Context: an optimization exercise on an open-source flow, tuned for small area, a short achievable clock period and few clock cycles per item. The choices shown serve that exercise and are no tape-out recipe.
Where RTL was checked, it was by simulation tests only, not by an equivalence proof against the original.
Only the layout flow was run in runs 3 and 4; the RTL was not checked for function there.

==> design.v <==
module aes_key_expand #(
  parameter int KEY_BITS = 256
) (
  input  logic                clk,
  input  logic                rst,
  input  logic                start,
  input  logic [KEY_BITS-1:0] key_in,
  output logic                busy,
  output logic [127:0]        rk_out,
  output logic [3:0]          rk_idx,
  output logic                rk_valid,
  input  logic                rk_ready,
  output logic                done
);
  function automatic logic [7:0] sbox(input logic [7:0] x);
    logic u0, u1, u2, u3, u4, u5, u6, u7;
    logic t1, t2, t3, t4, t5, t6, t7, t8, t9, t10, t11, t12, t13, t14, t15, t16, t17, t18, t19;
    logic t20, t21, t22, t23, t24, t25, t26, t27;
    logic m1, m2, m3, m4, m5, m6, m7, m8, m9, m10, m11, m12, m13, m14, m15, m16, m17, m18, m19;
    logic m20, m21, m22, m23, m24, m25, m26, m27, m28, m29, m30, m31, m32, m33, m34, m35, m36;
    logic m37, m38, m39, m40, m41, m42, m43, m44, m45, m46, m47, m48, m49, m50, m51, m52, m53;
    logic m54, m55, m56, m57, m58, m59, m60, m61, m62, m63;
    logic l0, l1, l2, l3, l4, l5, l6, l7, l8, l9, l10, l11, l12, l13, l14, l15, l16, l17, l18;
    logic l19, l20, l21, l22, l23, l24, l25, l26, l27, l28, l29;
    u0 = x[7]; u1 = x[6]; u2 = x[5]; u3 = x[4]; u4 = x[3]; u5 = x[2]; u6 = x[1]; u7 = x[0];
    t1 = u0 ^ u3;   t2 = u0 ^ u5;   t3 = u0 ^ u6;   t4 = u3 ^ u5;   t5 = u4 ^ u6;
    t6 = t1 ^ t5;   t7 = u1 ^ u2;   t8 = u7 ^ t6;   t9 = u7 ^ t7;   t10 = t6 ^ t7;
    t11 = u1 ^ u5;  t12 = u2 ^ u5;  t13 = t3 ^ t4;  t14 = t6 ^ t11; t15 = t5 ^ t11;
    t16 = t5 ^ t12; t17 = t9 ^ t16; t18 = u3 ^ u7;  t19 = t7 ^ t18; t20 = t1 ^ t19;
    t21 = u6 ^ u7;  t22 = t7 ^ t21; t23 = t2 ^ t22; t24 = t2 ^ t10; t25 = t20 ^ t17;
    t26 = t3 ^ t16; t27 = t1 ^ t12;
    m1 = t13 & t6;  m2 = t23 & t8;  m3 = t14 ^ m1;  m4 = t19 & u7;  m5 = m4 ^ m1;
    m6 = t3 & t16;  m7 = t22 & t9;  m8 = t26 ^ m6;  m9 = t20 & t17; m10 = m9 ^ m6;
    m11 = t1 & t15; m12 = t4 & t27; m13 = m12 ^ m11; m14 = t2 & t10; m15 = m14 ^ m11;
    m16 = m3 ^ m2;  m17 = m5 ^ t24; m18 = m8 ^ m7;  m19 = m10 ^ m15; m20 = m16 ^ m13;
    m21 = m17 ^ m15; m22 = m18 ^ m13; m23 = m19 ^ t25; m24 = m22 ^ m23; m25 = m22 & m20;
    m26 = m21 ^ m25; m27 = m20 ^ m21; m28 = m23 ^ m25; m29 = m28 & m27; m30 = m26 & m24;
    m31 = m20 & m23; m32 = m27 & m31; m33 = m27 ^ m25; m34 = m21 & m22; m35 = m24 & m34;
    m36 = m24 ^ m25; m37 = m21 ^ m29; m38 = m32 ^ m33; m39 = m23 ^ m30; m40 = m35 ^ m36;
    m41 = m38 ^ m40; m42 = m37 ^ m39; m43 = m37 ^ m38; m44 = m39 ^ m40; m45 = m42 ^ m41;
    m46 = m44 & t6;  m47 = m40 & t8;  m48 = m39 & u7;  m49 = m43 & t16; m50 = m38 & t9;
    m51 = m37 & t17; m52 = m42 & t15; m53 = m45 & t27; m54 = m41 & t10; m55 = m44 & t13;
    m56 = m40 & t23; m57 = m39 & t19; m58 = m43 & t3;  m59 = m38 & t22; m60 = m37 & t20;
    m61 = m42 & t1;  m62 = m45 & t4;  m63 = m41 & t2;
    l0 = m61 ^ m62;  l1 = m50 ^ m56;  l2 = m46 ^ m48;  l3 = m47 ^ m55;  l4 = m54 ^ m58;
    l5 = m49 ^ m61;  l6 = m62 ^ l5;   l7 = m46 ^ l3;   l8 = m51 ^ m59;  l9 = m52 ^ m53;
    l10 = m53 ^ l4;  l11 = m60 ^ l2;  l12 = m48 ^ m51; l13 = m50 ^ l0;  l14 = m52 ^ m61;
    l15 = m55 ^ l1;  l16 = m56 ^ l0;  l17 = m57 ^ l1;  l18 = m58 ^ l8;  l19 = m63 ^ l4;
    l20 = l0 ^ l1;   l21 = l1 ^ l7;   l22 = l3 ^ l12;  l23 = l18 ^ l2;  l24 = l15 ^ l9;
    l25 = l6 ^ l10;  l26 = l7 ^ l9;   l27 = l8 ^ l10;  l28 = l11 ^ l14; l29 = l11 ^ l17;
    sbox[7] = l6 ^ l24;
    sbox[6] = ~(l16 ^ l26);
    sbox[5] = ~(l19 ^ l28);
    sbox[4] = l6 ^ l21;
    sbox[3] = l20 ^ l22;
    sbox[2] = l25 ^ l29;
    sbox[1] = ~(l13 ^ l27);
    sbox[0] = ~(l6 ^ l23);
  endfunction
  function automatic logic [31:0] sub_word(input logic [31:0] v);
    sub_word = {sbox(v[31:24]), sbox(v[23:16]), sbox(v[15:8]), sbox(v[7:0])};
  endfunction
  logic [255:0] st;      
  logic [3:0]   idx;     
  logic         act;     
  logic [31:0]  sw, t, p0, p1, p2, p3;
  logic [127:0] nw;
  logic [7:0]   rcon;
  logic         adv;
  assign busy     = act;
  assign rk_valid = act;
  assign rk_out   = st[127:0];
  assign rk_idx   = idx;
  always_comb begin
    rcon = 8'h01 << idx[3:1];
    sw = sub_word(st[255:224]);
    t = idx[0] ? sw : {sw[7:0], sw[31:8]} ^ {24'h0, rcon};
    p0 = st[31:0];
    p1 = p0 ^ st[63:32];
    p2 = p1 ^ st[95:64];
    p3 = p2 ^ st[127:96];
    nw = {p3 ^ t, p2 ^ t, p1 ^ t, p0 ^ t};
    adv = rk_ready;
  end
  always_ff @(posedge clk) begin
    if (!act) st <= key_in;
    else if (adv) st <= {nw, st[255:128]};
  end
  always_ff @(posedge clk or posedge rst) begin
    if (rst) begin
      act <= 1'b0;
      idx <= 4'd0;
      done <= 1'b0;
    end else begin
      done <= 1'b0;
      if (!act) begin
        idx <= 4'd0;
        if (start) act <= 1'b1;
      end else if (adv) begin
        idx <= idx + 4'd1;
        if (idx == 4'd14) begin
          act <= 1'b0;
          done <= 1'b1;
        end
      end
    end
  end
endmodule
==> run.sh <==
#!/bin/bash
# synth_recipe.tcl (not shown) runs the flow's synth.tcl, then flattens the netlist and writes it again
# the make line also repeats each setting of config.mk as NAME=value (left out here)
make -C /OpenROAD-flow-scripts/flow DESIGN_CONFIG=/design/flow/config.mk WORK_HOME=/design/flow/orfs CLKGATE_MAP_FILE= SYNTH_SCRIPT=/design/flow/synth_recipe.tcl finish
==> config.mk <==
export PLATFORM = sky130hd
export DESIGN_NAME = aes_key_expand
export DESIGN_NICKNAME = aes_key_expand
export VERILOG_FILES = /design/flow/design.v
export SDC_FILE = /design/flow/constraint.sdc
export NUM_CORES = 4
export LEC_CHECK = 0
export CAP_MARGIN = 20
export CORE_MARGIN = 2
export CORE_UTILIZATION = 40
export SLEW_MARGIN = 20
==> constraint.sdc <==
create_clock -name core_clock -period 22.0 [get_ports {clk}]
set_input_delay 4.4000 -clock core_clock [delete_from_list [all_inputs] [get_ports {clk}]]
set_output_delay 4.4000 -clock core_clock [all_outputs]
set_load 0.01 [all_outputs]
==> summary.txt, run 1 <==
post-synthesis sequential element count=262; initial antenna violation count=3; CTS tree=built; Synth-to-Final Area Change=20.34%; R2R depth=16; postcts setup bufs=0; slowest cell on the critical path=xnor2_1; unrepaired setup endpoints after global routing=no; CP Capture Type=flop; Max-Cap Viols=0; routed length on met3=approximately 4600 um; DIE AREA=56140 um^2; Cells after Synth=2028; Final Wtd Congestion=0.9141; Achievable Freq=approximately 130 MHz; final instance count without filler cells=roughly 2.9k; vias in the first global route=around 16k; CP max stage delay=approximately 830 ps; Worst EP required=roughly 22000 ps; Overflow after GRT=0; Yosys cell types=91; total negative slack=0 ps; Die X=between 200 and 250 um; # setup viols final=0; Hold Vio Cnt, Final=0; IO Port Bufs=around 390; First-pass DRT Iterations=5; Post-Route Utilization=0.4864; Longest Clk Path Bufs=3; WL per Instance=between 20 and 25 um; hold path cells=1; Hold Slack=544.3 ps; Global Route Usage Sum=0.2163; wire length on met2=29340 um; Pins Over Slew Limit=0; Post-DRT Antenna Nets=0; Iteration-0 DRC Markers=approximately 1.1k; Synth top area share=0.3542; Critical Path Fanout Max=28; syn avg cell area=approximately 11 um^2; Rows=85; Worst Path Class, Setup=reg -> reg; DPL Wire Length=~47000 um; synth top area cells=edfxtp_1 (35%), mux2_2 (10%), xnor2_1 (10%); Starting Density=0.4041; I/O pins=~400; share of layout cells above drive strength 1=0.1365; clock sinks=262; Final min period=around 7600 ps; Commonest cells post-synth=edfxtp_1 (256), xnor2_1 (248), mux2_2 (199); final worst path period share=0.3433; Synth Cell Area=between 20000 and 25000 um^2; register area share after synthesis=0.3611; worst path arrival time=approximately 7900 ps; TritonCTS Buffers=30; Post-Syn Nets=~2.3k; CTS resizes=0; Synth Flop Type=edfxtp_1; Worst-Margin Slew=1078 ps; Die Height=236.9 um; routed wire length=62940 um; largest net degree at the start of global routing=80; NumNets Final=2496; Placed Cells=~2.9k; Post-synth EDFFs=256; Crit path top cell by count=xnor2_1; crit path launch type=flop; status=timing/DRC/antenna clean; first-pass GRT wire length=~95000 um; worst rel slew slack=0.2759; HP Class=reg -> reg; post-synth top area cell=edfxtp_1; via count=16.02k; vias per inst=5.436; M1 WL=~27000 um; Core ar.=roughly 54000 um^2; CTS hold repair buffers=0; worst-path cell chain=xnor2_1 -> xnor2_1 -> xnor2_1 -> ha_1 -> xnor3_2 -> xnor2_4 -> nand2_1 -> nor4b_2 -> a2111oi_4 -> xor2_1 -> xnor2_1 -> xor3_1 -> mux2i_1 -> xnor2_1 -> xor3_1 -> mux2_2; DRC viols=0; # H-tree levels=1; root buffer cell=clkbuf_16; Clock Pin Slew Worst Setup and Hold Paths=roughly 60 ps; Layout Skew=9.136 ps; top-count cell post-synth=edfxtp_1; Syn. warnings=1; Synth async-reset ratio=0.02290; Clock Latency Late Sink=between 500 and 600 ps; uppermost layer routed=met5
==> sequential cells by signal, summed over array words and instances, names as in the netlist <==
name,count
idx,4
done,1
st,256
act,1
==> area by class of cell <==
class                      instances  area (um^2)
multi-input combinational       1498        12330
fill                            4890        27590
clock buffer                      39        805.8
inverter                          18        67.56
timing repair buffer             416         4109
clock inverter                    16        95.09
antenna                            1        2.502
sequential                       262         7841
tap                              696        870.8
==> stage by stage <==
| step | setup slack (ps) | area, um^2 |
|---|---|---|
| 2_1_floorplan | 10540 | 21710 |
| 3_3_place_gp | 14210 | 25210 |
| 3_5_place_dp | 14100 | 25210 |
| 4_1_cts | 14490 | 26110 |
| 5_1_grt | 13950 | 26120 |
| 6_report | 14450 | 26120 |
==> final timing paths <==
| kind | start | end | slack (ps) |
|---|---|---|---|
| worst max-delay path | st[242] | st[242] | 14450 |
| worst min-delay path | st[198] | st[70] | 540 |
| worst max register to register | st[242] | st[242] | 14450 |
| worst min register to register | st[198] | st[70] | 540 |
| max in group asynchronous | rst | act | 17700 |
| min in group asynchronous | rst | idx[1] | 4060 |
==> metal layers <==
layer / track usage / up-vias
met5: 0 / -
met4: 0.05313 / 6
met3: 0.05013 / 91
met2: 0.3580 / 529
met1: 0.2862 / 7762
li1: - / 7627
==> cells in the final DEF (no fill, tap or decap), drive strengths merged, types with 8 or more instances in the layout <==
cell           Yosys  layout
clkdlybuf4s50      0     394
xnor2            258     258
edfxtp           256     256
mux2             199     199
nor2             159     159
a21oi            143     143
xor2             118     118
nand2            115     115
o21ai             65      65
xnor3             52      52
mux2i             39      39
clkbuf            77      39
nand3             34      34
o22ai             23      23
nor3              23      23
buf              173      22
xor3              20      20
inv               18      18
a31oi             17      17
o211ai            15      15
nor2b             15      15
clkinv             0      14
a211oi            13      13
a2111oi           13      13
o221ai            11      11
a221oi            11      11
and3              10      10
ha                10      10
nor4              10      10
and2              10      10
nand2b             9       9
a21o               8       8
==> critical path, delay by kind of cell, from the launching register on <==
family | cells | cell delay [ps]
flip-flops | 1 | 620
adder cells (fa/ha/maj) | 1 | 320
XOR/XNOR | 10 | 4670
AND/OR/NAND/NOR | 2 | 490
AO/OA/AOI/OAI | 1 | 610
multiplexers | 2 | 590
==> kinds of logic (layout without fill, tap and decap cells) <==
| group | after synthesis | after routing | synth area share |
|---|---|---|---|
| AO/OA/AOI/OAI | 381 | 381 | 0.1146 |
| XOR/XNOR | 448 | 448 | 0.2344 |
| adder cells (fa/ha/maj) | 11 | 11 | 0.006226 |
| buffers and inverters | 268 | 489 | 0.07200 |
| flip-flops | 262 | 262 | 0.3611 |
| multiplexers | 239 | 239 | 0.1223 |
| other | 0 | 1 | 0 |
| AND/OR/NAND/NOR | 419 | 419 | 0.08940 |
Testbench counts, summed over its fixed seeds: cycles 3,072, round keys 2,880.
==> inputs of run 2 (changes only) <==
--- a/config.mk
+++ b/config.mk
@@ -5,6 +5,7 @@
 export SDC_FILE = /design/flow/constraint.sdc
 export NUM_CORES = 4
 export LEC_CHECK = 0
+export ABC_CLOCK_PERIOD_IN_PS = 3000
 export CAP_MARGIN = 20
 export CORE_MARGIN = 2
 export CORE_UTILIZATION = 40
==> run 2 against run 1 <==
  * Still clean
  * Non-clock buffer count unchanged
  * Routed wire length unchanged
  * Core utilization unchanged
  * Worst hold slack is the same
  * Clock skew unchanged
  * Maximum frequency unchanged
  * Global-route usage did not move
  * Register-to-register slack about the same
  * First-iteration DRC count is the same
  * Setup slack stayed put
  * Via count unchanged
  * Critical path type unchanged
==> summary.txt, run 2 <==
Worst Path Class, Setup=reg -> reg; Core ar.=about 54000 um^2; most frequent cells in the layout=clkdlybuf4s50_1 (394), edfxtp_1 (256), xnor2_1 (246); CTS tree=built; Synth async-reset ratio=0.02290; I/O pins=395; Pins Over Slew Limit=0; final worst path period share=0.3433; total negative slack=0 ps; # H-tree levels=1; largest net degree at the start of global routing=80; Rows=85; Hold Slack=about 540 ps; GR peak layer=met2; synth top area cells=edfxtp_1 (35%), mux2_2 (10%), xnor2_1 (10%); Post-DRT Antenna Nets=0; Iteration-0 DRC Markers=around 1.1k; NumNets Final=between 2k and 2.5k; top-count cell post-synth=edfxtp_1; WL per Instance=21.37 um; largest register by flop count=st; most common cell after layout, fill and taps aside=clkdlybuf4s50_1; Clock Pin Slew Worst Setup and Hold Paths=around 60 ps; worst path arrival time=between 7000 and 8000 ps; Synth-to-Final Area Change=20.34%; vias per inst=5.436; Crit path top cell by count=xnor2_1; IO Port Bufs=around 400; first-pass GRT wire length=roughly 95000 um; Worst EP required=about 22000 ps; Overflow after GRT=0; root buffer cell=clkbuf_16; crit path launch type=flop; clock sinks=approximately 260; DPL Wire Length=47290 um; unrepaired setup endpoints after global routing=no; Global Route Usage Sum=0.2163; M1 GR Usage=0.2862; max reg flops=256; Longest Clk Path Bufs=3; HP Class=reg -> reg; Global Route met2 Usage=0.3580; Post-Syn Nets=approximately 2.3k; Final Wtd Congestion=~0.91; status=timing/DRC/antenna clean; routed wire length=62940 um; Max-Cap Viols=0; Yosys cell types=91; Starting Density=0.4041; slowest cell on the critical path=xnor2_1; post-synth top area cell=edfxtp_1; Synth Flop Type=edfxtp_1; CTS resizes=0; met3 Use GR=0.05013; post-synthesis sequential element count=~260; Post-synth EDFFs=around 260; Achievable Freq=132.4 MHz; Commonest cells post-synth=edfxtp_1 (256), xnor2_1 (248), mux2_2 (199); worst rel slew slack=0.2759; via count=between 15k and 20k; DIE AREA=approximately 56000 um^2; register area share after synthesis=0.3611; Critical Path Fanout Max=28; share of layout cells above drive strength 1=0.1365; vias in the first global route=16.02k; Synth top area share=0.3542; # setup viols final=0; Cells after Synth=2028; TritonCTS Buffers=30; syn avg cell area=between 10 and 15 um^2; CP Capture Type=flop; Layout Skew=roughly 9.1 ps; Syn. warnings=1; DRC viols=0; fillers=4890; Die X=~240 um; CP max stage delay=830 ps; Hold Vio Cnt, Final=0; Final min period=7552 ps; First-pass DRT Iterations=5; initial antenna violation count=3; CTS hold repair buffers=0; Synth Cell Area=around 22000 um^2; biggest regs=st x256, idx x4; Clock Latency Late Sink=a little under 600 ps; postcts setup bufs=0; worst-path cell chain=xnor2_1 -> xnor2_1 -> xnor2_1 -> ha_1 -> xnor3_2 -> xnor2_4 -> nand2_1 -> nor4b_2 -> a2111oi_4 -> xor2_1 -> xnor2_1 -> xor3_1 -> mux2i_1 -> xnor2_1 -> xor3_1 -> mux2_2; Die Height=around 240 um; Worst-Margin Slew=1078 ps
run 2: final timing paths:
check	startpoint	to	slack [ps]	cells after the start
worst max-delay path	st[242]	st[242]	14450	16
worst min-delay path	st[198]	st[70]	540	1
worst max register to register	st[242]	st[242]	14450	16
worst min register to register	st[198]	st[70]	540	1
max in group asynchronous	rst	act	17700	2
min in group asynchronous	rst	idx[1]	4060	2
run 2: routing by layer:
metal | routed length [um] | part of all wire | vias up
met3 | 4643 | 0.074 | 91
met1 | 27420 | 0.44 | 7762
met5 | 28 | 0.00044 | -
met2 | 29340 | 0.47 | 529
met4 | 1509 | 0.024 | 6
li1 | - | - | 7627
run 2: cell families (layout without fill, tap and decap cells):
logic type	Yosys count	in the layout	synth area share
buffers and inverters	268	489	0.07200
AO/OA/AOI/OAI	381	381	0.1146
AND/OR/NAND/NOR	419	419	0.08940
adder cells (fa/ha/maj)	11	11	0.006226
multiplexers	239	239	0.1223
XOR/XNOR	448	448	0.2344
flip-flops	262	262	0.3611
other	0	1	0
run 2: layout make-up:
| type | instances | area, um^2 | area share |
|---|---|---|---|
| tap | 696 | 870.8 | 0.03334 |
| timing repair buffer | 416 | 4109 | 0.1573 |
| inverter | 18 | 67.56 | 0.002587 |
| multi-input combinational | 1498 | 12330 | 0.4720 |
| sequential | 262 | 7841 | 0.3002 |
| antenna | 1 | 2.502 | 0.00009580 |
| clock inverter | 16 | 95.09 | 0.003640 |
| clock buffer | 39 | 805.8 | 0.03085 |
run 2: worst max-delay path: cells and delay by family, from the launching register on:
family,cells,cell delay (ps)
and+or+nand+nor,2,490
DFF,1,620
AOI/OAI and AO/OA,1,610
xor gates and xnor gates,10,4670
muxes,2,590
adders and majority gates,1,320
run 2: metrics by stage:
| step | cell area, um^2 | util | cells | worst slack [ps] |
|---|---|---|---|---|
| after floorplan | 21710 | - | 2028 | 10540 |
| after global placement | 25210 | 0.4694 | 2889 | 14210 |
| after detailed placement | 25210 | 0.4694 | 2889 | 14100 |
| after CTS | 26110 | 0.4862 | 2944 | 14490 |
| after global routing | 26120 | 0.4863 | 2945 | 13950 |
| final | 26120 | 0.4864 | 2946 | 14450 |
==> inputs of run 3 (changes only) <==
--- a/design.v
+++ b/design.v
@@ -11,6 +11,58 @@
   output logic                rk_valid,
   input  logic                rk_ready,
   output logic                done
+);
+  logic [255:0] st;      
+  logic [3:0]   idx;     
+  logic         act;     
+  logic [31:0]  sw, p0, p1, p2, p3, rc;
+  logic [127:0] nw;
+  logic [7:0]   rcon;
+  logic         adv;
+  for (genvar b = 0; b < 4; b++) begin : g_sbox
+    aes_ks_sbox u_sbox (.x(st[224+8*b +: 8]), .y(sw[8*b +: 8]));
+  end
+  aes_ks_mix u_mix (.sw(sw), .rot(!idx[0]), .p({p3, p2, p1, p0}), .nw(nw));
+  assign busy     = act;
+  assign rk_valid = act;
+  assign rk_out   = st[127:0];
+  assign rk_idx   = idx;
+  always_comb begin
+    rcon = 8'h01 << idx[3:1];
+    rc = idx[0] ? 32'h0 : {24'h0, rcon};
+    p0 = st[31:0] ^ rc;
+    p1 = p0 ^ st[63:32];
+    p2 = p1 ^ st[95:64];
+    p3 = p2 ^ st[127:96];
+    adv = rk_ready;
+  end
+  always_ff @(posedge clk) begin
+    if (!act) st <= key_in;
+    else if (adv) st <= {nw, st[255:128]};
+  end
+  always_ff @(posedge clk or posedge rst) begin
+    if (rst) begin
+      act <= 1'b0;
+      idx <= 4'd0;
+      done <= 1'b0;
+    end else begin
+      done <= 1'b0;
+      if (!act) begin
+        idx <= 4'd0;
+        if (start) act <= 1'b1;
+      end else if (adv) begin
+        idx <= idx + 4'd1;
+        if (idx == 4'd14) begin
+          act <= 1'b0;
+          done <= 1'b1;
+        end
+      end
+    end
+  end
+endmodule
+module aes_ks_sbox (
+  input  logic [7:0] x,
+  output logic [7:0] y
 );
   function automatic logic [7:0] sbox(input logic [7:0] x);
     logic u0, u1, u2, u3, u4, u5, u6, u7;
@@ -57,52 +109,15 @@
     sbox[1] = ~(l13 ^ l27);
     sbox[0] = ~(l6 ^ l23);
   endfunction
-  function automatic logic [31:0] sub_word(input logic [31:0] v);
-    sub_word = {sbox(v[31:24]), sbox(v[23:16]), sbox(v[15:8]), sbox(v[7:0])};
-  endfunction
-  logic [255:0] st;      
-  logic [3:0]   idx;     
-  logic         act;     
-  logic [31:0]  sw, t, p0, p1, p2, p3;
-  logic [127:0] nw;
-  logic [7:0]   rcon;
-  logic         adv;
-  assign busy     = act;
-  assign rk_valid = act;
-  assign rk_out   = st[127:0];
-  assign rk_idx   = idx;
-  always_comb begin
-    rcon = 8'h01 << idx[3:1];
-    sw = sub_word(st[255:224]);
-    t = idx[0] ? sw : {sw[7:0], sw[31:8]} ^ {24'h0, rcon};
-    p0 = st[31:0];
-    p1 = p0 ^ st[63:32];
-    p2 = p1 ^ st[95:64];
-    p3 = p2 ^ st[127:96];
-    nw = {p3 ^ t, p2 ^ t, p1 ^ t, p0 ^ t};
-    adv = rk_ready;
-  end
-  always_ff @(posedge clk) begin
-    if (!act) st <= key_in;
-    else if (adv) st <= {nw, st[255:128]};
-  end
-  always_ff @(posedge clk or posedge rst) begin
-    if (rst) begin
-      act <= 1'b0;
-      idx <= 4'd0;
-      done <= 1'b0;
-    end else begin
-      done <= 1'b0;
-      if (!act) begin
-        idx <= 4'd0;
-        if (start) act <= 1'b1;
-      end else if (adv) begin
-        idx <= idx + 4'd1;
-        if (idx == 4'd14) begin
-          act <= 1'b0;
-          done <= 1'b1;
-        end
-      end
-    end
-  end
+  assign y = sbox(x);
 endmodule
+module aes_ks_mix (
+  input  logic [31:0]  sw,
+  input  logic         rot,
+  input  logic [127:0] p,
+  output logic [127:0] nw
+);
+  logic [31:0] t;
+  assign t = rot ? {sw[7:0], sw[31:8]} : sw;
+  assign nw = p ^ {4{t}};
+endmodule
==> flow/run.sh (new file) <==
#!/bin/bash
# Standard ORFS layout, with two changes:
#  - ports are buffered with the small sky130_fd_sc_hd__buf_1 instead of the default pick;
#  - timing repair aims for a slack margin that leaves TARGET_NS of the clock period (flow/target.txt),
#    so the layout is sized for a shorter period than the constraint asks.
set -euo pipefail
here=$(pwd)
target=$(cat flow/target.txt)
extra=()
if [[ "$target" != "none" ]]; then
  margin=$(python3 -c "print(round($FLOW_PERIOD_NS - $target, 3))")
  extra+=("SETUP_SLACK_MARGIN=$margin")
fi
bash standard.sh synth > "$here/synth.log" 2>&1
bash standard.sh "BUFFER_PORTS_ARGS=-buffer_cell sky130_fd_sc_hd__buf_1" "${extra[@]}" finish > "$here/layout.log" 2>&1
==> flow/target.txt (new file) <==
5.5
==> standard.sh (new file) <==
#!/bin/bash
# synth_recipe.tcl (not shown) runs the flow's synth.tcl, then flattens the netlist and writes it again
# the make line also repeats each setting of config.mk as NAME=value (left out here)
make -C /OpenROAD-flow-scripts/flow DESIGN_CONFIG=/design/flow/config.mk WORK_HOME=/design/flow/orfs CLKGATE_MAP_FILE= SYNTH_SCRIPT=/design/flow/synth_recipe.tcl "${@:-finish}"
--- a/config.mk
+++ b/config.mk
@@ -5,8 +5,9 @@
 export SDC_FILE = /design/flow/constraint.sdc
 export NUM_CORES = 4
 export LEC_CHECK = 0
-export ABC_CLOCK_PERIOD_IN_PS = 3000
 export CAP_MARGIN = 20
 export CORE_MARGIN = 2
 export CORE_UTILIZATION = 40
 export SLEW_MARGIN = 20
+export SYNTH_HIERARCHICAL = 1
+export SYNTH_MINIMUM_KEEP_SIZE = 0
removed: run.sh
==> run 3 against run 2 <==
  * Still clean on timing, DRC and antenna
  * Die area increased by 1.7%
  * First-iteration DRC count decreased by 7.9%
  * Via count increased by 2.8%
  * Clock skew increased by 4.9 ps
  * Area after synthesis increased by 1.8%
  * Core utilization increased by 0.94 points
  * Register-to-register slack improved by 2200 ps
  * Critical endpoint is now rk_valid
==> summary.txt, run 3 <==
status=timing/DRC/antenna clean; synth top area cells=edfxtp_1 (35%), mux2_2 (13%), xnor2_1 (12%); CTS tree=built; First-pass DRT Iterations=5; Core ar.=between 50000 and 60000 um^2; Synth-to-Final Area Change=23.17%; routed wire length=between 60000 and 70000 um; Worst EP required=17600 ps; Commonest cells post-synth=xnor2_1 (313), mux2_2 (260), edfxtp_1 (256); clock sinks=between 200 and 300; I/O pins=about 400; Layout Skew=around 14 ps; # H-tree levels=1; Synth top area share=0.3480; # setup viols final=0; Clock Latency Late Sink=around 580 ps; max reg flops=about 260; mux share of post-synthesis cell area=0.1706; first-pass GRT wire length=roughly 94000 um; Yosys cell types=a little under 70; Final min period=5765 ps; Synth Area in XOR/XNOR=0.2357; Worst Path Class, Setup=reg -> out; Synth Area in Simple Gates=0.07579; worst rel slew slack=0.2773; largest register by flop count=st; TritonCTS Buffers=30; HP Class=reg -> reg; Synth Flop Type=edfxtp_1; Hold Vio Cnt, Final=0; Final Wtd Congestion=0.9047; footprint of the multi-input gates=13260 um^2; Pins Over Slew Limit=0; Max-Cap Viols=0; Global Route Usage Sum=0.2128; worst path arrival time=1360 ps; Achievable Freq=between 150 and 200 MHz; Die Height=239 um; share of layout cells above drive strength 1=0.3518; final worst path period share=0.2620; Synth Cell Area=between 20000 and 25000 um^2; unrepaired setup endpoints after global routing=yes; Longest Clk Path Bufs=3; Synth async-reset ratio=0.02290; total negative slack=0 ps; Starting Density=0.4025; Critical Path Fanout Max=3; Rows=86; vias per inst=approximately 5.2; most common cell after layout, fill and taps aside=xnor2_1; DIE AREA=~57000 um^2; FF+latch area=7849 um^2; WL per Instance=20.61 um; Post-synth EDFFs=256; setup slack at placement=roughly 14000 ps; crit path launch type=flop; complex-gate fraction of the synthesized area=0.08315; root buffer cell=clkbuf_16; vias in the first global route=15.98k; Iteration-0 DRC Markers=between 1k and 1.5k; Post-Syn Nets=approximately 2.2k; DPL Wire Length=45800 um; DRC viols=0; most frequent cells in the layout=xnor2_1 (278), buf_1 (269), mux2_2 (260); CP Capture Type=output pin; top-count cell post-synth=xnor2_1; Post-DRT Antenna Nets=0; biggest regs=st x256, idx x4; syn avg cell area=11.35 um^2; IO Port Bufs=between 300 and 400; register area share after synthesis=0.3548; largest net degree at the start of global routing=85; Syn. warnings=8; post-synth top area cell=edfxtp_1; Cells after Synth=1946; largest family of logic cells by synthesized area=XOR/XNOR gates; initial antenna violation count=11; Worst-Margin Slew=1084 ps; post-synthesis sequential element count=around 260; Synth Area in Adders=0.007477; NumNets Final=~2.7k; via count=approximately 16k; Final WS setup=roughly 16000 ps; Overflow after GRT=0; Die X=239 um; Clock Pin Slew Worst Setup and Hold Paths=about 70 ps; fillers=roughly 4.9k
[run 3: timing repair]
| action | 4_1_cts | 5_1_grt |
|---|---|---|
| buffers inserted | 142 | 95 |
| setup endpoints to repair | 463 | 263 |
| pin swaps | 1 | 15 |
| hold buffers | 0 | 0 |
| gates resized for setup | 144 | 133 |
| gates cloned | 8 | 0 |
[run 3: metal layers]
metal | track usage | part of all wire | vias to the layer above
met3 | 0.06663 | 0.085 | 136
li1 | - | - | 7746
met4 | 0.06117 | 0.029 | 16
met5 | 0 | 0.0017 | -
met1 | 0.2653 | 0.41 | 7948
met2 | 0.3536 | 0.48 | 611
[run 3: logic make-up after synthesis]
logic type,count (synthesis)
AOI/OAI and AO/OA,257
DFF,262
buffers and inverters,253
muxes,304
xor gates and xnor gates,516
and+or+nand+nor,340
adders and majority gates,14
[run 3: worst paths after layout]
check | depth (start not counted) | slack, ps | start | endpoint
max | 2 | 16240 | act | rk_valid
min | 1 | 540 | st[188] | st[60]
max reg2reg | 17 | 16670 | st[232] | st[199]
min reg2reg | 1 | 540 | st[188] | st[60]
max in group asynchronous | 2 | 18030 | rst | act
min in group asynchronous | 2 | 3740 | rst | done
[run 3: modules after synthesis, one instance, submodules excluded]
module | copies in the design | cell area, um^2 | cells | flip-flops and latches
aes_key_expand | 1 | 13210 | 822 | 262
aes_ks_mix | 1 | 1913 | 164 | 0
aes_ks_sbox | 4 | 1742 | 240 | 0
[run 3: critical path: stages (launching register included)]
cell	delay (ps)
dfrtp_4	520
buf_6	160
buf_6	110
[run 3: layout make-up]
class,instances,share of cell area
clock inverters,14,0.002805
multi-input cells,1433,0.4874
flip-flops and latches,262,0.2885
diodes,3,0.0002759
inverters,23,0.003265
well taps,704,0.03237
clock buffers,41,0.03173
repair buffers,666,0.1537
[run 3: metrics by stage]
stage	hold slack [ps]	area, um^2	util	cells
floorplan	523.2	22100	-	1946
global placement	524.8	23170	0.4221	2843
detailed placement	533.9	23170	0.4221	2843
CTS	539.4	25930	0.4725	3048
global route	553.4	27200	0.4957	3144
finish	543.5	27210	0.4958	3146
==> inputs of run 4 (changes only) <==
==> flow/target.txt (replaced) <==
none
==> run 4 against run 3 <==
  * Still clean
  * Via count fell by 7.4%
  * Final area fell by 12%
  * Maximum frequency fell by 17%
  * Routed wire length shrank 7.8%
  * Critical path type unchanged
  * Critical endpoint unchanged
  * Largest cell class unchanged
==> summary.txt, run 4 <==
status=timing/DRC/antenna clean; syn avg cell area=approximately 11 um^2; Worst Path Class, Setup=reg -> out; via count=15.24k; most frequent cells in the layout=buf_1 (394), xnor2_1 (313), mux2_2 (260); Syn. warnings=8; CTS tree=built; First-pass DRT Iterations=5; Final min period=roughly 7000 ps; total negative slack=0 ps; Core ar.=between 50000 and 60000 um^2; Starting Density=0.4025; DIE AREA=57120 um^2; Synth-to-Final Area Change=8.751%; top-count cell post-synth=xnor2_1; synth top area cells=edfxtp_1 (35%), mux2_2 (13%), xnor2_1 (12%); crit path launch type=flop; worst path arrival time=2570 ps; first-pass GRT wire length=89600 um; biggest regs=st x256, idx x4; most common cell after layout, fill and taps aside=buf_1; unrepaired setup endpoints after global routing=no; Hold Vio Cnt, Final=0; Critical Path Fanout Max=69; Layout Skew=approximately 9.4 ps; DRC viols=0; register area share after synthesis=0.3548; Global Route Usage Sum=0.2010; initial antenna violation count=7; Synth Area in Adders=0.007477; clock sinks=262; Hold Slack=approximately 540 ps; Die X=239 um; Synth Cell Area=22090 um^2; Max-Cap Viols=0; Synth Area in XOR/XNOR=0.2357; DP Area=about 23000 um^2; Final Wtd Congestion=0.9100; Synth async-reset ratio=0.02290; worst rel slew slack=0.3239; Clock Pin Slew Worst Setup and Hold Paths=roughly 60 ps; largest register by flop count=st; Iteration-0 DRC Markers=1033; Cells after Synth=1946; Longest Clk Path Bufs=3; NumNets Final=2442; final worst path period share=0.3169; Worst-Margin Slew=about 1000 ps; share of layout cells above drive strength 1=0.1939; setup slack at placement=roughly 14000 ps; IO Port Bufs=394; Achievable Freq=between 100 and 150 MHz; CTS resizes=0; Synth Flop Type=edfxtp_1; CP Capture Type=output pin; Overflow after GRT=0; Post-DRT Antenna Nets=0; root buffer cell=clkbuf_16; mux share of post-synthesis cell area=0.1706; Die Height=239 um; I/O pins=395; TritonCTS Buffers=29; DPL Wire Length=45950 um; Synth Area in Simple Gates=0.07579; post-synthesis sequential element count=262; CTS hold repair buffers=0; # setup viols final=0; Worst Setup SP=act; Post-Syn Nets=2216; vias per inst=about 5.3; Rows=86; vias in the first global route=roughly 15k; Post-Route Utilization=0.4378; HP Class=reg -> reg; Commonest cells post-synth=xnor2_1 (313), mux2_2 (260), edfxtp_1 (256); fin area=around 24000 um^2; Pins Over Slew Limit=0; complex-gate fraction of the synthesized area=0.08315; Post-synth EDFFs=~260; hold path start=st[172]; max reg flops=about 260; # H-tree levels=1; Worst EP required=~18000 ps; WL per Instance=about 21 um; Synth top area share=0.3480; routed wire length=between 50000 and 60000 um; largest net degree at the start of global routing=91; Final WS setup=around 15000 ps; Yosys cell types=just under 70; Clock Latency Late Sink=570 ps; postcts setup bufs=0; post-synth top area cell=edfxtp_1; Crit Reg-Reg Startpoint=st[255]; largest family of logic cells by synthesized area=XOR/XNOR gates
## run 4: critical path, stage by stage, from the launching register on
cell and delay (ps):
dfrtp_4 930, buf_4 830, buf_1 220
## run 4: cell type report
type                       count  area [um^2]
clock buffer                  40        767.0
inverter                      23        88.84
timing repair buffer         425         1715
sequential                   262         7841
clock inverter                11        66.31
tap                          704        880.8
antenna                        2        5.005
multi-input combinational   1431        12660
fill                        5184        30850
## run 4: path summary, 6_finish.rpt
path	endpoint	slack, ps	cells after the start
worst max-delay path	rk_valid	15030	2
worst min-delay path	st[44]	540	1
worst max register to register	st[154]	15850	17
worst min register to register	st[44]	540	1
max in group asynchronous	act	18040	2
min in group asynchronous	done	3740	2
## run 4: stage by stage
stage / instances
global route: 2897
detailed placement: 2845
global placement: 2844
finish: 2898
floorplan: 1946
CTS: 2896
## run 4: Yosys stat by module (local to each module, per instance)
| module | copies in the design | area [um^2] |
|---|---|---|
| aes_ks_mix | 1 | 1913 |
| aes_ks_sbox | 4 | 1742 |
| aes_key_expand | 1 | 13210 |
## run 4: layer usage
metal	wire [um]	track usage	share of wire
met4	1188	0.04261	0.020
met5	72	0	0.0012
met1	24380	0.2566	0.41
met2	28720	0.3357	0.48
met3	5430	0.06005	0.091
## run 4: logic make-up after synthesis
logic type,after synthesis
xor gates and xnor gates,516
and+or+nand+nor,340
muxes,304
DFF,262
AOI/OAI and AO/OA,257
buffers and inverters,253
adders and majority gates,14
==> inputs of run 5 (changes only) <==
--- a/design.v
+++ b/design.v
@@ -15,6 +15,7 @@
   logic [255:0] st;      
   logic [3:0]   idx;     
   logic         act;     
+  logic         vld;     
   logic [31:0]  sw, p0, p1, p2, p3, rc;
   logic [127:0] nw;
   logic [7:0]   rcon;
@@ -23,8 +24,8 @@
     aes_ks_sbox u_sbox (.x(st[224+8*b +: 8]), .y(sw[8*b +: 8]));
   end
   aes_ks_mix u_mix (.sw(sw), .rot(!idx[0]), .p({p3, p2, p1, p0}), .nw(nw));
-  assign busy     = act;
-  assign rk_valid = act;
+  assign busy     = vld;
+  assign rk_valid = vld;
   assign rk_out   = st[127:0];
   assign rk_idx   = idx;
   always_comb begin
@@ -43,10 +44,13 @@
   always_ff @(posedge clk or posedge rst) begin
     if (rst) begin
       act <= 1'b0;
+      vld <= 1'b0;
       idx <= 4'd0;
       done <= 1'b0;
     end else begin
       done <= 1'b0;
+      if (!vld) vld <= start;
+      else if (adv && idx == 4'd14) vld <= 1'b0;
       if (!act) begin
         idx <= 4'd0;
         if (start) act <= 1'b1;
==> flow/run.sh (replaced) <==
#!/bin/bash
# Standard ORFS layout (the standard.sh), with these changes:
#  - synthesis is the standard flow's own script, but ABC maps with flow/abc.script (area-oriented);
#  - ports are buffered with the small sky130_fd_sc_hd__buf_1 instead of the default pick;
#  - timing repair aims for a slack margin that leaves TARGET_NS (flow/target.txt) of the
#    clock period, so the layout is sized for a shorter period than the constraint asks.
# Each step's full log is in orfs/logs/; the make output is in synth.log and layout.log here.
set -euo pipefail
here=$(pwd)
export FLOW_WORK=$here
export MY_ABC_SCRIPT=$here/flow/abc.script
target=$(cat flow/target.txt)
extra=()
if [[ "$target" != "none" ]]; then
  margin=$(python3 -c "print(round($FLOW_PERIOD_NS - $target, 3))")
  extra+=("SETUP_SLACK_MARGIN=$margin")
fi
bash standard.sh "SYNTH_SCRIPT=$here/flow/my_synth.tcl" synth > "$here/synth.log" 2>&1
bash standard.sh "BUFFER_PORTS_ARGS=-buffer_cell sky130_fd_sc_hd__buf_1" "${extra[@]}" finish > "$here/layout.log" 2>&1
==> flow/abc.script (new file) <==
strash
dch
map -a
topo
stime -c
buffer -c
upsize -c
dnsize -c
==> flow/my_synth.tcl (new file) <==
# The standard synthesis script (synth_recipe.tcl, in the work folder), with one change:
# every ABC mapping call uses the script named by MY_ABC_SCRIPT instead of ORFS's.
proc abc {args} {
  set i [lsearch -exact $args -script]
  if {$i >= 0} { lset args [expr {$i + 1}] $::env(MY_ABC_SCRIPT) }
  yosys abc {*}$args
}
source $::env(FLOW_WORK)/synth_recipe.tcl
==> flow/target.txt (replaced) <==
5.7
==> run 5 against run 4 <==
  * Via count fell by 3.3%
  * Highest routed layer unchanged
  * Routed wire length down 4.6%
  * Still clean
  * Sequential share of layout area is 3.7 points higher
  * Area after synthesis fell by 11%
==> summary.txt, run 5 <==
vias in the first global route=about 14k; Final min period=about 5700 ps; I/O pins=roughly 400; Yosys cell types=34; # setup viols final=0; worst-path cell chain=buf_1; Layout Skew=between 10 and 15 ps; Top delay family on crit path=flip-flops; Synth top area share=0.3926; Final Wtd Congestion=0.8892; final worst path period share=0.2569; top-count cell post-synth=nand2_1; # H-tree levels=1; IO Port Bufs=~400; Worst-Margin Slew=1029 ps; Iteration-0 DRC Markers=1061; NumNets Final=between 2k and 3k; biggest regs=st x256, idx x4; worst path arrival time=1250 ps; DIE AREA=50740 um^2; Crit Reg-Reg Startpoint=st[253]; CP max stage delay=a little over 500 ps; TritonCTS Buffers=29; largest register by flop count=st; post-synthesis sequential element count=263; hold path cells=2; footprint of the multi-input gates=approximately 10000 um^2; via count=approximately 15k; Commonest cells post-synth=nand2_1 (921), xor2_1 (340), edfxtp_1 (256); Clock Pin Slew Worst Setup and Hold Paths=~60 ps; hold path start=st[195]; R2R depth=21; HP Class=reg -> reg; Hold Vio Cnt, Final=0; most frequent cells in the layout=nand2_1 (921), buf_1 (390), xor2_1 (338); fin area=21650 um^2; Rows=a little over 80; DPL Wire Length=44390 um; Buf/Inv on CP=1; final instance count without filler cells=3074; fillers=just under 5k; Worst EP required=about 18000 ps; Placed Cells=between 3k and 4k; Max-Cap Viols=0; First-pass DRT Iterations=7; CTS hold repair buffers=0; initial antenna violation count=3; WL per Instance=18.56 um; first-pass GRT wire length=roughly 84000 um; Synth-to-Final Area Change=10.59%; Die Height=~230 um; syn avg cell area=8.957 um^2; Worst Path Class, Setup=reg -> out; vias per inst=4.790; Longest Clk Path Bufs=3; Worst Setup SP=st[3]; CP Capture Type=output pin; Starting Density=0.4025; CTS tree=built; register area share after synthesis=0.4016; share of layout cells above drive strength 1=0.1053; max reg flops=256; slowest cell on the critical path=edfxtp_1; Die X=approximately 230 um; DP Area=between 20000 and 25000 um^2; Syn. warnings=8; unrepaired setup endpoints after global routing=no; routed wire length=between 50000 and 60000 um; most common cell after layout, fill and taps aside=nand2_1; crit path launch type=flop; status=timing/DRC/antenna clean; Achievable Freq=176.9 MHz; Post-Syn Nets=approximately 2.5k; FF+latch area=7871 um^2; worst rel slew slack=0.3140; Global Route Usage Sum=0.2174; Core ar.=around 50000 um^2; root buffer cell=clkbuf_16; Clock Latency Late Sink=560 ps; synth top area cells=edfxtp_1 (39%), nand2_1 (18%), xor2_1 (15%); Critical Path Fanout Max=2; Post-synth EDFFs=around 260; Pins Over Slew Limit=0; post-synth top area cell=edfxtp_1; Synth Flop Type=edfxtp_1; Overflow after GRT=0; Synth Cell Area=roughly 20000 um^2; largest net degree at the start of global routing=around 110; Worst path depth=1; Post-Route Utilization=0.4451; Cells after Synth=2186; total negative slack=0 ps; Post-DRT Antenna Nets=0; Synth async-reset ratio=0.02662; clock sinks=263; DRC viols=0
[run 5: cell types whose count changed after synthesis, moves of 40 or more]
| cell | before | now |
|---|---|---|
| xor2_1 | 152 | 340 |
| a21oi_1 | 68 | 11 |
| mux2_2 | 260 | 0 |
| o21ai_0 | 44 | 4 |
| nor2_1 | 127 | 53 |
| xnor2_1 | 313 | 90 |
| nand2_1 | 83 | 921 |
[run 5: per-layer routing]
metal | part of all wire | up-vias | track usage
li1 | - | 7161 | -
met1 | 0.41 | 6955 | 0.2689
met2 | 0.48 | 515 | 0.3736
met3 | 0.076 | 90 | 0.04850
met4 | 0.037 | 4 | 0.07477
met5 | 0.00039 | - | 0
[run 5: modules after synthesis (local to each module, per instance)]
module	copies in the design	cells	area (um^2)
aes_key_expand	1	1363	13280
aes_ks_mix	1	215	1907
aes_ks_sbox	4	152	1099
[run 5: path summary, 6_finish.rpt]
kind / endpoint / slack, ps
setup / recovery: rk_out[3] / 16350
hold / removal: st[67] / 510
setup reg to reg: st[250] / 16710
hold reg to reg: st[67] / 510
max in group asynchronous: act / 18000
min in group asynchronous: idx[2] / 3740
[run 5: cells by family (layout without fill, tap and decap cells)]
kind of cell | count (synthesis) | count (layout) | share of synthesized area
flip-flops | 263 | 263 | 0.4016
AND/OR/NAND/NOR | 1066 | 1068 | 0.2162
AO/OA/AOI/OAI | 68 | 68 | 0.03719
buffers and inverters | 275 | 538 | 0.08020
adder cells (fa/ha/maj) | 10 | 10 | 0.006390
XOR/XNOR | 504 | 504 | 0.2584
other | 0 | 1 | 0
[run 5: metrics by stage]
step | worst slack [ps] | hold slack, ps
after CTS | 16300 | 516.3
after global placement | 14630 | 498.4
after global routing | 16300 | 535.8
after floorplan | 15300 | 494.3
after detailed placement | 14580 | 503.6
final | 16350 | 506.1
[run 5: final cells by class]
cell class                 count  share of cell area
timing repair buffer         404             0.07500
inverter                      82             0.01468
multi-input combinational   1650              0.4700
clock inverter                20            0.006703
antenna                        1           0.0001156
clock buffer                  32             0.03403
sequential                   263              0.3635
tap                          622             0.03594
[run 5: what timing repair did]
item	4_1_cts	5_1_grt
gates cloned	1	2
setup buffers	0	1
endpoints found under the setup margin	225	76
gates resized for setup	13	6
Testbench counts of run 5, summed over its fixed seeds: cycles 3,072, round keys 2,880.
==> inputs of run 6 (changes only) <==
==> flow/abc.script (replaced) <==
strash
dc2
dch -f
map -a
==> flow/target.txt (replaced) <==
5.8
==> run 6 against run 5 <==
  * Maximum frequency is 0.27% higher
  * Routed wire length shrank 16%
  * Via count fell by 0.22%
  * Area after synthesis shrank 6.8%
  * Sequential cell count did not move
  * Final area down 1.1%
  * Setup slack improved by 15 ps
  * Critical path depth stayed put
  * Worst hold slack improved by 10 ps
==> summary.txt, run 6 <==
share of layout cells above drive strength 1=0.06617; Worst EP required=approximately 18000 ps; mux share of post-synthesis cell area=0; root buffer cell=clkbuf_16; fillers=between 4k and 5k; Synth Cell Area=18260 um^2; Critical Path Fanout Max=8; Buf/Inv on CP=1; worst rel slew slack=0.3011; syn avg cell area=around 8.3 um^2; Hold EP=st[49]; Hold Vio Cnt, Final=0; DPL Wire Length=~35000 um; first-pass GRT wire length=~74000 um; Final min period=around 5600 ps; synth top area cells=edfxtp_1 (42%), nand2_1 (21%), xor2_1 (19%); via count=around 15k; Post-synth EDFFs=approximately 260; post-synthesis sequential element count=263; Overflow after GRT=0; Worst Path Class, Setup=reg -> out; DIE AREA=around 47000 um^2; status=timing/DRC/antenna clean; Die X=around 220 um; vias per inst=4.680; Commonest cells post-synth=nand2_1 (1012), xor2_1 (388), edfxtp_1 (256); CTS tree=built; Synth top area share=0.4211; most frequent cells in the layout=nand2_1 (1009), buf_1 (394), xor2_1 (357); worst r2r dst=st[239]; WL per Instance=15.35 um; worst reg2reg setup slack=~17000 ps; Layout Skew=23.25 ps; Synth Area in Simple Gates=0.2359; Synth-to-Final Area Change=17.30%; max reg flops=256; TritonCTS Buffers=31; Final Wtd Congestion=approximately 0.88; Global Route Usage Sum=0.1947; largest family of logic cells by synthesized area=simple AND/OR/NAND/NOR gates; hold path start=st[177]; clock sinks=between 200 and 300; vias in the first global route=around 14k; Final WS setup=~16000 ps; Starting Density=0.4041; DP Area=19610 um^2; CP Capture Type=output pin; Synth Flop Type=edfxtp_1; DRC viols=0; complex-gate fraction of the synthesized area=0.02138; First-pass DRT Iterations=6; Synth async-reset ratio=0.02662; Clock Pin Slew Worst Setup and Hold Paths=roughly 60 ps; HP Class=reg -> reg; NumNets Final=2786; hold path cells=2; Iteration-0 DRC Markers=1059; Synth Area in XOR/XNOR=0.2283; Pins Over Slew Limit=0; worst-path cell chain=buf_1; largest net degree at the start of global routing=99; Core ar.=45190 um^2; most common cell after layout, fill and taps aside=nand2_1; slowest cell on the critical path=dfrtp_1; Worst-Margin Slew=around 1000 ps; CTS hold repair buffers=0; Post-DRT Antenna Nets=0; initial antenna violation count=0; # H-tree levels=1; crit path launch type=flop; biggest regs=st x256, idx x4; I/O pins=around 400; fin area=roughly 21000 um^2; Rows=78; # setup viols final=0; top-count cell post-synth=nand2_1; largest register by flop count=st; register area share after synthesis=0.4306; worst path arrival time=roughly 1200 ps; post-synth top area cell=edfxtp_1; Syn. warnings=8; Antenna diodes=0; Post-Syn Nets=~2.5k; Clock Latency Late Sink=580 ps; Die Height=approximately 220 um; final worst path period share=0.2562; Yosys cell types=15; unrepaired setup endpoints after global routing=yes; Max-Cap Viols=0; total negative slack=0 ps; Longest Clk Path Bufs=3; setup slack at placement=14570 ps; IO Port Bufs=approximately 390; Synth Area in Adders=0.006853; R2R depth=24; routed wire length=~48000 um; CP max stage delay=between 400 and 500 ps; Crit Reg-Reg Startpoint=st[238]; Top delay family on crit path=flip-flops; Cells after Synth=2193; Achievable Freq=roughly 180 MHz
run 6: metrics by stage:
step                      hold slack [ps]  instances    util
after global routing                531.0       3139  0.4739
after CTS                           517.0       3125  0.4564
after floorplan                     494.3       2193       -
after global placement              498.3       3068  0.4339
final                               516.3       3139  0.4739
after detailed placement            502.7       3068  0.4339
run 6: per-module statistics from Yosys, one instance, submodules excluded:
module          cells  times used  flip-flops and latches
aes_ks_mix        208           1                       0
aes_ks_sbox       169           4                       0
aes_key_expand   1309           1                     263
run 6: routing by layer:
layer / up-vias / wire [um] / share of wire / global-route usage
li1: 7409 / - / - / -
met1: 6827 / 21950 / 0.46 / 0.2640
met2: 388 / 22420 / 0.47 / 0.3194
met3: 68 / 2629 / 0.055 / 0.03180
met4: 0 / 1194 / 0.025 / 0.05799
met5: - / 0 / 0 / 0
run 6: layout make-up:
class                   instances  area (um^2)  share of cell area
flip-flops and latches        263         7866              0.3673
repair buffers                417         1730             0.08080
clock buffers                  39        805.8             0.03763
multi-input cells            1687         9654              0.4508
well taps                     600        750.7             0.03505
clock inverters                17        165.2            0.007712
inverters                     116        442.9             0.02068
run 6: kinds of logic after synthesis:
group	Yosys count
xor gates and xnor gates	476
DFF	263
AOI/OAI and AO/OA	74
and+or+nand+nor	1125
adders and majority gates	10
buffers and inverters	245
run 6: what timing repair did:
item	4_1_cts	5_1_grt
buffers inserted	0	12
gates resized for setup	12	112
pin swaps	0	16
gates cloned	1	2
setup endpoints to repair	323	209
run 6: worst max path at each step:
stage,to,start,cells after the start
after detailed placement,st[155],rk_ready,4
final,rk_idx[0],idx[0],1
after CTS,st[227],st[225],26
after global routing,st[175],st[233],24
after global placement,st[155],rk_ready,4
after floorplan,st[0],act,2
==> inputs of run 7 (changes only) <==
==> flow/target.txt (replaced) <==
6.1
==> run 7 against run 6 <==
  * Still clean on timing, DRC and antenna
  * Routed wire length decreased by 1.4%
  * Via count shrank 0.49%
  * Highest routed layer unchanged
  * Critical path type is now in -> reg
  * Final area decreased by 2.9%
  * Critical endpoint is now st[27]
==> summary.txt, run 7 <==
Achievable Freq=around 170 MHz; Antenna diodes=0; DIE AREA=47370 um^2; Post-DRT Antenna Nets=0; Overflow after GRT=0; Commonest cells post-synth=nand2_1 (1012), xor2_1 (388), edfxtp_1 (256); routed wire length=around 48000 um; Worst Path Class, Setup=in -> reg; Pins Over Slew Limit=0; First-pass DRT Iterations=5; fin area=20780 um^2; Layout Skew=around 25 ps; Longest Clk Path Bufs=3; HP Class=reg -> reg; status=timing/DRC/antenna clean; NumNets Final=~2.8k; unrepaired setup endpoints after global routing=yes; total negative slack=0 ps; postcts setup bufs=0; DP Area=19610 um^2; WL per Instance=15.21 um; worst reg2reg setup slack=16270 ps; CTS hold repair buffers=0; clock sinks=263; register area share after synthesis=0.4306; first-pass GRT wire length=roughly 74000 um; Final Wtd Congestion=0.8787; most common cell after layout, fill and taps aside=nand2_1; CP Capture Type=flop; post-synthesis sequential element count=between 200 and 300; Post-synth EDFFs=~260; Worst-Margin Slew=approximately 1100 ps; max reg flops=256; Synth-to-Final Area Change=13.84%; IO Port Bufs=394; Die Height=between 200 and 250 um; Global Route Usage Sum=0.1936; via count=~15k; Synth Flop Type=edfxtp_1; vias per inst=4.678; biggest regs=st x256, idx x4; initial antenna violation count=0; Clock Pin Slew Worst Setup and Hold Paths=about 60 ps; synth top area cells=edfxtp_1 (42%), nand2_1 (21%), xor2_1 (19%); Worst EP required=around 22000 ps; Synth top area share=0.4211; CTS tree=built; DRC viols=0; largest net degree at the start of global routing=99; Post-Syn Nets=approximately 2.5k; syn avg cell area=roughly 8.3 um^2; top-count cell post-synth=nand2_1; # H-tree levels=1; Synth Cell Area=about 18000 um^2; Clock Latency Late Sink=between 500 and 600 ps; worst path arrival time=approximately 6200 ps; Yosys cell types=15; share of layout cells above drive strength 1=0.04396; largest register by flop count=st; I/O pins=~400; Hold Vio Cnt, Final=0; Synth async-reset ratio=0.02662; vias in the first global route=about 14k; DPL Wire Length=35200 um; worst rel slew slack=0.2795; Cells after Synth=around 2.2k; Syn. warnings=8; Iteration-0 DRC Markers=1198; Core ar.=45190 um^2; TritonCTS Buffers=31; post-synth top area cell=edfxtp_1; Final min period=about 5900 ps; # setup viols final=0; Starting Density=0.4041; most frequent cells in the layout=nand2_1 (1012), buf_1 (394), xor2_1 (380); root buffer cell=clkbuf_16; Rows=~80; crit path launch type=input pin; final worst path period share=0.2701; Critical Path Fanout Max=81; Max-Cap Viols=0; Die X=about 220 um
==> run 7: cell counts after synthesis <==
Identical to the previous run, type by type.
==> run 7: through the flow <==
stage               instances  hold slack (ps)  setup slack (ps)    util
finish                   3125            514.0             16060  0.4600
detailed placement       3068            502.7             14570  0.4339
CTS                      3124            517.0             15930  0.4559
global route             3125            531.0             15750  0.4600
floorplan                2193            494.3             12590       -
global placement         3068            498.3             14630  0.4339
==> run 7: modules after synthesis (local to each module, per instance) <==
module	area [um^2]	cells	times used
aes_key_expand	12840	1309	1
aes_ks_mix	1461	208	1
aes_ks_sbox	989.7	169	4
==> run 7: kinds of logic (layout without fill, tap and decap cells) <==
family,after synthesis,in the layout,synth area share
xor gates and xnor gates,476,476,0.2283
and+or+nand+nor,1125,1126,0.2359
adders and majority gates,10,10,0.006853
AOI/OAI and AO/OA,74,74,0.02138
buffers and inverters,245,576,0.07689
DFF,263,263,0.4306
==> run 7: cell type report <==
class / count / area [um^2]
clock inverter: 17 / 165.2
multi-input combinational: 1686 / 9180
tap: 600 / 750.7
inverter: 116 / 442.9
timing repair buffer: 404 / 1574
clock buffer: 39 / 805.8
sequential: 263 / 7866
fill: 4531 / 24400
==> run 7: critical path, cell delays in order <==
cell	delay, ps
buf_1	320
or2_4	400
buf_8	460
buf_12	410
==> run 7: path summary, 6_finish.rpt <==
kind,startpoint,end,depth (start not counted)
worst max-delay path,rk_ready,st[27],4
worst min-delay path,vld,vld,1
worst max register to register,st[249],st[250],25
worst min register to register,vld,vld,1
max in group asynchronous,rst,act,2
min in group asynchronous,rst,idx[0],2
==> run 7: timing repair <==
action / CTS / global route
resized for setup: 8 / 47
endpoints found under the setup margin: 88 / 222
gates cloned: 0 / 1
==> run 7: per-layer routing <==
metal	GRT usage	vias up	wire, um
li1	-	7403	-
met1	0.2652	6750	21640
met2	0.3155	397	21860
met3	0.03013	70	2730
met4	0.05776	0	1306
met5	0	-	0
==> inputs of run 8 (changes only) <==
==> flow/abc.script (replaced) <==
strash
map -a
==> flow/target.txt (replaced) <==
5.4
--- a/config.mk
+++ b/config.mk
@@ -7,7 +7,7 @@
 export LEC_CHECK = 0
 export CAP_MARGIN = 20
 export CORE_MARGIN = 2
-export CORE_UTILIZATION = 40
+export CORE_UTILIZATION = 55
 export SLEW_MARGIN = 20
 export SYNTH_HIERARCHICAL = 1
 export SYNTH_MINIMUM_KEEP_SIZE = 0
==> run 8 against run 7 <==
  * Still clean
  * Cell count down 2.1%
  * Via count up 2.3%
  * Maximum frequency up 6.9%
  * Final area up 14%
  * Global-route usage up 6.2 points
  * Worst hold slack better by 0.65 ps
  * Sequential cell count unchanged
  * Core utilization up 26 points
  * Non-clock buffer count up 229
  * Area after synthesis up 0.69%
  * Highest routed layer unchanged
==> summary.txt, run 8 <==
largest register by flop count=st; CP Capture Type=output pin; R2R depth=24; # setup viols final=0; Yosys cell types=15; crit path launch type=flop; Cells after Synth=2057; Post-Syn Nets=2327; Die Height=around 190 um; fin area=roughly 24000 um^2; worst path arrival time=~1200 ps; Final Wtd Congestion=~0.88; Commonest cells post-synth=nand2_1 (884), xor2_1 (432), edfxtp_1 (256); root buffer cell=clkbuf_16; worst reg2reg setup slack=around 17000 ps; Pins Over Slew Limit=0; status=timing/DRC/antenna clean; DPL Wire Length=31850 um; CTS tree=built; Core ar.=roughly 33000 um^2; Final min period=around 5600 ps; I/O pins=roughly 400; top-count cell post-synth=nand2_1; Synth Area in XOR/XNOR=0.2725; CTS hold repair buffers=0; initial antenna violation count=1; worst-path cell chain=clkbuf_2; max reg flops=between 200 and 300; Starting Density=0.5622; Global Route Usage Sum=0.2551; Clock Pin Slew Worst Setup and Hold Paths=approximately 60 ps; most frequent cells in the layout=nand2_1 (876), xor2_1 (372), buf_1 (269); vias in the first global route=14.55k; HP Class=reg -> reg; mux share of post-synthesis cell area=0.01960; Synth Area in Adders=0.006806; setup slack at placement=around 15000 ps; Synth Cell Area=about 18000 um^2; TritonCTS Buffers=31; Layout Skew=14.05 ps; Synth Area in Simple Gates=0.2025; NumNets Final=2866; unrepaired setup endpoints after global routing=yes; Worst path depth=1; total negative slack=0 ps; Hold Vio Cnt, Final=0; Synth-to-Final Area Change=28.66%; synth top area cells=edfxtp_1 (42%), xor2_1 (21%), nand2_1 (18%); Synth Flop Type=edfxtp_1; Die X=approximately 190 um; Clock Latency Late Sink=560 ps; final worst path period share=0.2527; Worst Setup SP=st[119]; register area share after synthesis=0.4277; complex-gate fraction of the synthesized area=0.003675; via count=between 10k and 15k; IO Port Bufs=394; worst r2r dst=st[253]; share of layout cells above drive strength 1=0.2220; Crit Reg-Reg Startpoint=st[255]; fillers=2601; DIE AREA=roughly 35000 um^2; Final WS setup=about 16000 ps; vias per inst=between 4 and 5; Iteration-0 DRC Markers=about 860; DRC viols=0; Post-DRT Antenna Nets=0; most common cell after layout, fill and taps aside=nand2_1; Post-synth EDFFs=256; Achievable Freq=around 180 MHz; largest net degree at the start of global routing=92; First-pass DRT Iterations=5; Synth async-reset ratio=0.02662; Worst EP required=17600 ps; worst rel slew slack=0.3278; hold path cells=2; Rows=66; Worst-Margin Slew=slightly above 1000 ps; Longest Clk Path Bufs=3; Syn. warnings=8; # H-tree levels=1; Top delay family on crit path=flip-flops; biggest regs=st x256, idx x4; DP Area=~20000 um^2; Critical Path Fanout Max=2; largest family of logic cells by synthesized area=XOR/XNOR gates; Worst Path Class, Setup=reg -> out; post-synth top area cell=edfxtp_1; CP max stage delay=450 ps; Synth top area share=0.4182; first-pass GRT wire length=roughly 73000 um; Max-Cap Viols=0; Setup crit end=rk_out[119]; slowest cell on the critical path=edfxtp_1; Buf/Inv on CP=1; clock sinks=263; Overflow after GRT=0; routed wire length=about 48000 um; syn avg cell area=8.937 um^2; WL per Instance=approximately 16 um; post-synthesis sequential element count=roughly 260
-- run 8: worst min-delay path by stage --
stage                  from      to  slack, ps
global placement        vld     vld        480
finish              st[135]   st[7]        510
detailed placement      vld     vld        500
floorplan           st[128]   st[0]        490
global route        st[162]  st[34]        530
CTS                 st[135]   st[7]        520
-- run 8: area by class of cell --
cell class,instances,area [um^2],share of cell area
Multi-Input combinational cell,1596,10370,0.4385
Sequential cell,263,7870,0.3327
Timing Repair Buffer,633,3595,0.1520
Clock buffer,45,868.3,0.03671
Tap cell,442,553.0,0.02338
Inverter,71,274.0,0.01158
Clock inverter,9,117.6,0.004972
Antenna cell,1,2.502,0.0001058
-- run 8: Yosys stat by module, one instance, submodules excluded --
module | cell area [um^2] | times used
aes_key_expand | 12860 | 1
aes_ks_mix | 1481 | 1
aes_ks_sbox | 1011 | 4
-- run 8: metal layers --
| metal | vias up | wire length [um] | global-route usage |
|---|---|---|---|
| li1 | 7428 | - | - |
| met1 | 7054 | 19850 | 0.3305 |
| met2 | 396 | 24240 | 0.4454 |
| met3 | 74 | 2581 | 0.03677 |
| met4 | 0 | 1251 | 0.07387 |
| met5 | - | 0 | 0 |
-- run 8: logic make-up after synthesis --
family / Yosys count
xor gates and xnor gates: 572
adders and majority gates: 10
DFF: 263
and+or+nand+nor: 969
buffers and inverters: 200
muxes: 32
AOI/OAI and AO/OA: 11
-- run 8: repair_timing --
action	in CTS	in global routing
endpoints found under the setup margin	462	263
pin swaps	0	31
resized for setup	78	242
cloned	3	0
setup buffers	125	106
endpoints found under the hold margin	0	0
-- run 8: stage by stage --
stage | hold slack (ps) | utilization | instances
after detailed placement | 496.6 | 0.5967 | 2771
final | 514.7 | 0.7233 | 3060
after floorplan | 494.3 | - | 2057
after CTS | 515.8 | 0.6659 | 2953
after global routing | 532.2 | 0.7233 | 3060
after global placement | 481.7 | 0.5967 | 2771

==> port drivers added, routing unchanged <==
The flow's constraints put no driver on any port. The routed layouts listed below were extracted and timed again, unchanged, in two steps.
Step 1 (the two cells are an assumption about what drives the block):
set clk [get_ports {clk}]
set_driving_cell -lib_cell sky130_fd_sc_hd__clkbuf_16 $clk
set_driving_cell -lib_cell sky130_fd_sc_hd__buf_2 [delete_from_list [all_inputs] $clk]
Step 2 times the ports against the registers' clock, not the clock port: input delays grow and output delays shrink by t, the midpoint of the rising clock arrivals with the driver on.
Three values: no drivers, after step 1, after step 2; two values: the first two.
run	t, ns	setup slack, ns	worst slew at a driven data input, ns
run 1	0.625	14.448 / 14.448 / 14.189	0.12
run 2	0.625	14.448 / 14.448 / 14.189	0.12
run 3	0.627	16.235 / 16.178 / 15.946	0.17
run 4	0.617	15.028 / 14.971 / 14.670	0.08
run 5	0.609	16.348 / 16.296 / 15.773	0.08
run 6	0.628	16.364 / 16.306 / 15.786	0.07
run 7	0.627	16.059 / 16.083 / 15.457	0.06
run 8	0.607	16.440 / 16.385 / 16.074	0.07
After both steps setup and hold are still met in every run listed. For run 7, which loses most, drivers alone change the setup slack by +0.024 ns; drivers and shift together by -0.602 ns.
